From an optimization exercise on the open Yosys and OpenROAD flow, aimed at small area; shortcuts taken in it are not production practice. The RTL was checked by simulation tests, not by an equivalence proof against the original design. Power figures rest on the tool's default switching activity, not on a simulated workload.

## run 1
## parking_lot_top
module parking_lot_top (
	input logic clock,
	input logic reset,
	input logic park_req,
	input logic retrieve_req,
	input parking_pkg::plate_t order_plate,
	output parking_pkg::floor_t current_floor,
	output logic plate_type,
	output logic park_done,
	output parking_pkg::floor_t park_floor,
	output logic park_place,
	output logic car_out,
	output parking_pkg::plate_t car_out_plate,
	output parking_pkg::fee_t fee,
	output logic order_rejected,
	output logic order_dropped,
	output logic full_sedan,
	output logic full_suv
);
Settings: LEC_CHECK=0, CAP_MARGIN=20, CORE_MARGIN=2, CORE_UTILIZATION=40, CTS_BUF_LIST=sky130_fd_sc_hd__clkbuf_16, CTS_CLUSTER_DIAMETER=100, CTS_CLUSTER_SIZE=26, GPL_TIMING_DRIVEN=0, SLEW_MARGIN=20; clock period 10.0 ns.
run.sh (not shown) runs the stock make flow with config.mk's settings and CLKGATE_MAP_FILE= SYNTH_SCRIPT=/design/flow/synth_recipe.tcl, a recipe that flattens the netlist after the stock synthesis.
Relative to run 1, the following input files were edited for run 2:
- removing CTS_CLUSTER_DIAMETER (formerly 100)
- removing CTS_BUF_LIST (formerly sky130_fd_sc_hd__clkbuf_16)
- removing CTS_CLUSTER_SIZE (formerly 26)
==> flow/flow/run.sh (new file) <==
#!/bin/bash
# Own layout flow: the standard ORFS flow (standard.sh) with three changes:
#  - ABC maps the logic with an area-oriented script (flow/abc_area.script, which then buffers and sizes for load) in
#    place of ORFS's speed script; every other synthesis step is unchanged, so
#    the registers, their names and cell types are the standard synthesis's;
#  - the port buffers are buf_1 cells;
#  - CTS clusters up to 26 sinks per clkbuf_16 and inserts no dummy loads.
# Each make run's full output goes to a log file of its own in this folder.
set -euo pipefail
W=$(pwd)
rm -rf "$W/scripts"
cp -r "$FLOW_HOME/scripts" "$W/scripts"
cp "$W/flow/abc_area.script" "$W/scripts/abc_speed.script"
ARGS=("SCRIPTS_DIR=$W/scripts"
	"BUFFER_PORTS_ARGS=-buffer_cell sky130_fd_sc_hd__buf_1"
	"CTS_ARGS=-sink_clustering_enable -repair_clock_nets -dont_use_dummy_load -buf_list sky130_fd_sc_hd__clkbuf_16 -sink_clustering_size 26 -sink_clustering_max_diameter 100")
bash standard.sh "${ARGS[@]}" synth > "$W/synth.log" 2>&1
bash standard.sh "${ARGS[@]}" finish > "$W/layout.log" 2>&1
==> flow/flow/abc_area.script (new file) <==
&get -n
&st
&dch
&nf -a
&put
buffer -c
topo
stime -c
upsize -c
dnsize -c
==> flow/standard.sh (new file) <==
#!/bin/bash
# synth_recipe.tcl (not shown) runs the flow's synth.tcl, then flattens the netlist and writes it again
# the make line also repeats each setting of config.mk as NAME=value (left out here)
make -C /OpenROAD-flow-scripts/flow DESIGN_CONFIG=/design/flow/config.mk WORK_HOME=/design/flow/orfs CLKGATE_MAP_FILE= SYNTH_SCRIPT=/design/flow/synth_recipe.tcl "${@:-finish}"
removed: flow/run.sh
--- outcome ---
Run 2 did not stop at any stage, and its layout met the timing, design-rule and antenna checks. In the reports for run 1 and run 2, the larger number of signal-net buffers in the layout belongs to run 2. When run 2 is measured against run 1, its average instance area after synthesis turns out about 0.9% higher. [run 2 vs run 1] area of the core: lower in run 2. Height of the die, run 1 and run 2: larger value in run 1. Synthesized cell count, run 1 and run 2: higher on run 1. Routed via count: lower on run 1. Run 2 against run 1: buffers plus inverters on the worst setup path went down by 1; die footprint went down by about 1.4%; relative area of non-clock buffer cells in the final design went down by 1.6 points; vias per cell went up by 5.0%.
### run 2 -> run 3
- setting CTS_CLUSTER_SIZE to 16 for the first time
- setting CTS_CLUSTER_DIAMETER to 60 for the first time
- setting CTS_BUF_LIST to sky130_fd_sc_hd__clkbuf_8 for the first time
- removing GPL_TIMING_DRIVEN (formerly 0)
==> flow/run.sh (new file) <==
#!/bin/bash
# synth_recipe.tcl (not shown) runs the flow's synth.tcl, then flattens the netlist and writes it again
# the make line also repeats each setting of config.mk as NAME=value (left out here)
make -C /OpenROAD-flow-scripts/flow DESIGN_CONFIG=/design/flow/config.mk WORK_HOME=/design/flow/orfs CLKGATE_MAP_FILE= SYNTH_SCRIPT=/design/flow/synth_recipe.tcl finish
removed: flow/flow/run.sh
removed: flow/flow/abc_area.script
removed: flow/standard.sh
Notes after the runs:
- Run 3 vs. run 2: total power lower, met3 capacity usage during global routing shows an increase of 0.23 points, reported leakage power moved up, reported net switching power -27%, worst path setup slack after routing shrank by 0.38 ns.
- Run 3 vs run 2, level count of the clock H-tree went up by 1.
- Of run 3 and run 2, run 3 shows the higher number of nets in the finished design, with run 2 below it.
Relative to run 3, the following input files were edited for run 4:
- putting PLACE_DENSITY at 0.75 where nothing was set
- clearing CTS_CLUSTER_DIAMETER, which used to be 60
- clearing CTS_BUF_LIST, which used to be sky130_fd_sc_hd__clkbuf_8
- swapping 40 for 60 in CORE_UTILIZATION
- swapping 20 for 0 in SLEW_MARGIN
- putting GPL_TIMING_DRIVEN at 0 where nothing was set
- clearing CTS_CLUSTER_SIZE, which used to be 16
- swapping 20 for 0 in CAP_MARGIN
==> flow/flow/run.sh (new file) <==
#!/bin/bash
# Own layout flow: the standard ORFS flow (standard.sh) with three changes:
#  - ABC maps the logic with an area-oriented script (flow/abc_area.script) in
#    place of ORFS's speed script; every other synthesis step is unchanged, so
#    the registers, their names and cell types are the standard synthesis's;
#  - the port buffers are buf_1 cells;
#  - CTS clusters up to 26 sinks per clkbuf_16 and inserts no dummy loads.
# Each make run's full output goes to a log file of its own in this folder.
set -euo pipefail
W=$(pwd)
rm -rf "$W/scripts"
cp -r "$FLOW_HOME/scripts" "$W/scripts"
cp "$W/flow/abc_area.script" "$W/scripts/abc_speed.script"
ARGS=("SCRIPTS_DIR=$W/scripts"
	"BUFFER_PORTS_ARGS=-buffer_cell sky130_fd_sc_hd__buf_1"
	"CTS_ARGS=-sink_clustering_enable -repair_clock_nets -dont_use_dummy_load -buf_list sky130_fd_sc_hd__clkbuf_16 -sink_clustering_size 26 -sink_clustering_max_diameter 100")
bash standard.sh "${ARGS[@]}" synth > "$W/synth.log" 2>&1
bash standard.sh "${ARGS[@]}" finish > "$W/layout.log" 2>&1
==> flow/flow/abc_area.script (new file) <==
&get -n
&st
&dch
&nf -a
&put
topo
stime -c
==> flow/standard.sh (new file) <==
#!/bin/bash
# synth_recipe.tcl (not shown) runs the flow's synth.tcl, then flattens the netlist and writes it again
# the make line also repeats each setting of config.mk as NAME=value (left out here)
make -C /OpenROAD-flow-scripts/flow DESIGN_CONFIG=/design/flow/config.mk WORK_HOME=/design/flow/orfs CLKGATE_MAP_FILE= SYNTH_SCRIPT=/design/flow/synth_recipe.tcl "${@:-finish}"
removed: flow/run.sh
Notes after the runs:
[compare] base=run 3 new=run 4: cell area after synthesis fell by 850 sq um; placement-stage worst setup slack rose by 0.20 ns; via count rose by 578; worst setup slack rose by 0.33 ns; initial antenna violation count fell by 1.
#### Input delta (run 5 over run 4)
- clearing PLACE_DENSITY, which used to be 0.75
- swapping 60 for 40 in CORE_UTILIZATION
## What came out
- Changes observed in run 5 relative to run 4: total power consumption of the routed design neither gained nor lost much, period utilization moved down, multi-input combinational area share lost 0.41 points.
- met3 wire length is lower on run 5
--- input diff run 5..run 6 ---
- SLEW_MARGIN: 0 -> 20
- CAP_MARGIN: 0 -> 20
diff --git a/flow/flow/run.sh b/flow/flow/run.sh
--- a/flow/flow/run.sh
+++ b/flow/flow/run.sh
@@ -1,7 +1,10 @@
 #!/bin/bash
-# Own layout flow: the standard ORFS flow (standard.sh) with three changes:
+# Own layout flow: the standard ORFS flow (standard.sh) with these changes:
 #  - ABC maps the logic with an area-oriented script (flow/abc_area.script) in
 #    place of ORFS's speed script; every other synthesis step is unchanged, so
 #    the registers, their names and cell types are the standard synthesis's;
+#  - after synthesis, the platform's don't-use list is extended with the large
+#    buffers and inverters (flow/dont_use.txt), so that repair fixes slew with
+#    small buffers;
 #  - the port buffers are buf_1 cells;
 #  - CTS clusters up to 26 sinks per clkbuf_16 and inserts no dummy loads.
@@ -16,3 +19,3 @@
 	"CTS_ARGS=-sink_clustering_enable -repair_clock_nets -dont_use_dummy_load -buf_list sky130_fd_sc_hd__clkbuf_16 -sink_clustering_size 26 -sink_clustering_max_diameter 100")
 bash standard.sh "${ARGS[@]}" synth > "$W/synth.log" 2>&1
-bash standard.sh "${ARGS[@]}" finish > "$W/layout.log" 2>&1
+bash standard.sh "${ARGS[@]}" "DONT_USE_CELLS=$(cat "$W/flow/dont_use.txt")" finish > "$W/layout.log" 2>&1
==> flow/flow/dont_use.txt (new file) <==
sky130_fd_sc_hd__probe_p_8 sky130_fd_sc_hd__probec_p_8 sky130_fd_sc_hd__lpflow_bleeder_1 sky130_fd_sc_hd__lpflow_clkbufkapwr_1 sky130_fd_sc_hd__lpflow_clkbufkapwr_16 sky130_fd_sc_hd__lpflow_clkbufkapwr_2 sky130_fd_sc_hd__lpflow_clkbufkapwr_4 sky130_fd_sc_hd__lpflow_clkbufkapwr_8 sky130_fd_sc_hd__lpflow_clkinvkapwr_1 sky130_fd_sc_hd__lpflow_clkinvkapwr_16 sky130_fd_sc_hd__lpflow_clkinvkapwr_2 sky130_fd_sc_hd__lpflow_clkinvkapwr_4 sky130_fd_sc_hd__lpflow_clkinvkapwr_8 sky130_fd_sc_hd__lpflow_decapkapwr_12 sky130_fd_sc_hd__lpflow_decapkapwr_3 sky130_fd_sc_hd__lpflow_decapkapwr_4 sky130_fd_sc_hd__lpflow_decapkapwr_6 sky130_fd_sc_hd__lpflow_decapkapwr_8 sky130_fd_sc_hd__lpflow_inputiso0n_1 sky130_fd_sc_hd__lpflow_inputiso0p_1 sky130_fd_sc_hd__lpflow_inputiso1n_1 sky130_fd_sc_hd__lpflow_inputiso1p_1 sky130_fd_sc_hd__lpflow_inputisolatch_1 sky130_fd_sc_hd__lpflow_isobufsrc_1 sky130_fd_sc_hd__lpflow_isobufsrc_16 sky130_fd_sc_hd__lpflow_isobufsrc_2 sky130_fd_sc_hd__lpflow_isobufsrc_4 sky130_fd_sc_hd__lpflow_isobufsrc_8 sky130_fd_sc_hd__lpflow_isobufsrckapwr_16 sky130_fd_sc_hd__lpflow_lsbuf_lh_hl_isowell_tap_1 sky130_fd_sc_hd__lpflow_lsbuf_lh_hl_isowell_tap_2 sky130_fd_sc_hd__lpflow_lsbuf_lh_hl_isowell_tap_4 sky130_fd_sc_hd__lpflow_lsbuf_lh_isowell_4 sky130_fd_sc_hd__lpflow_lsbuf_lh_isowell_tap_1 sky130_fd_sc_hd__lpflow_lsbuf_lh_isowell_tap_2 sky130_fd_sc_hd__lpflow_lsbuf_lh_isowell_tap_4 sky130_fd_sc_hd__buf_6 sky130_fd_sc_hd__buf_8 sky130_fd_sc_hd__buf_12 sky130_fd_sc_hd__buf_16 sky130_fd_sc_hd__bufbuf_8 sky130_fd_sc_hd__bufbuf_16 sky130_fd_sc_hd__bufinv_8 sky130_fd_sc_hd__bufinv_16 sky130_fd_sc_hd__inv_6 sky130_fd_sc_hd__inv_8 sky130_fd_sc_hd__inv_12 sky130_fd_sc_hd__inv_16
Findings:
- Comparing run 6 and run 5, global routing met2 resource utilization is lower on run 6.
- Summary of run 6 over run 5: total sequential power neither gained nor lost much, combinational cell fraction of total power lost 1.6 points.

==> afterwards: timing with drivers on the ports <==
How much do the figures lean on ideal ports? The routed layouts below were timed once more, with nothing changed but the port constraints. Step 1 sets driving cells, clkbuf_16 on the clock port and buf_2 on the other inputs (assumed; they add their load-dependent delay and slew). Step 2 moves the port delays by t, midway between the first and last clock arrival at a register: inputs arrive t later, outputs are due t later. That takes back most of the time a late clock gives input paths. Three values: no drivers, after step 1, after step 2; two values: the first two.
run	t, ns	setup slack, ns	hold WS [ns]	worst setup path at the end	cell pins on the clock port's net
run 1	0.625	2.926 / 2.867 / 3.491	0.498 / 0.498 / 0.498	register to output	1
run 2	0.603	2.774 / 2.719 / 3.322	0.504 / 0.504 / 0.504	register to output	1
run 3	0.692	2.393 / 2.342 / 3.034	0.490 / 0.490 / 0.490	register to output	1
run 4	0.612	2.726 / 2.674 / 3.286	0.494 / 0.494 / 0.494	register to output	1
run 5	0.619	2.854 / 2.796 / 3.416	0.503 / 0.503 / 0.503	register to output	1
run 6	0.623	2.586 / 2.527 / 3.150	0.499 / 0.499 / 0.499	register to output	1
After both steps setup and hold are still met in every run listed.
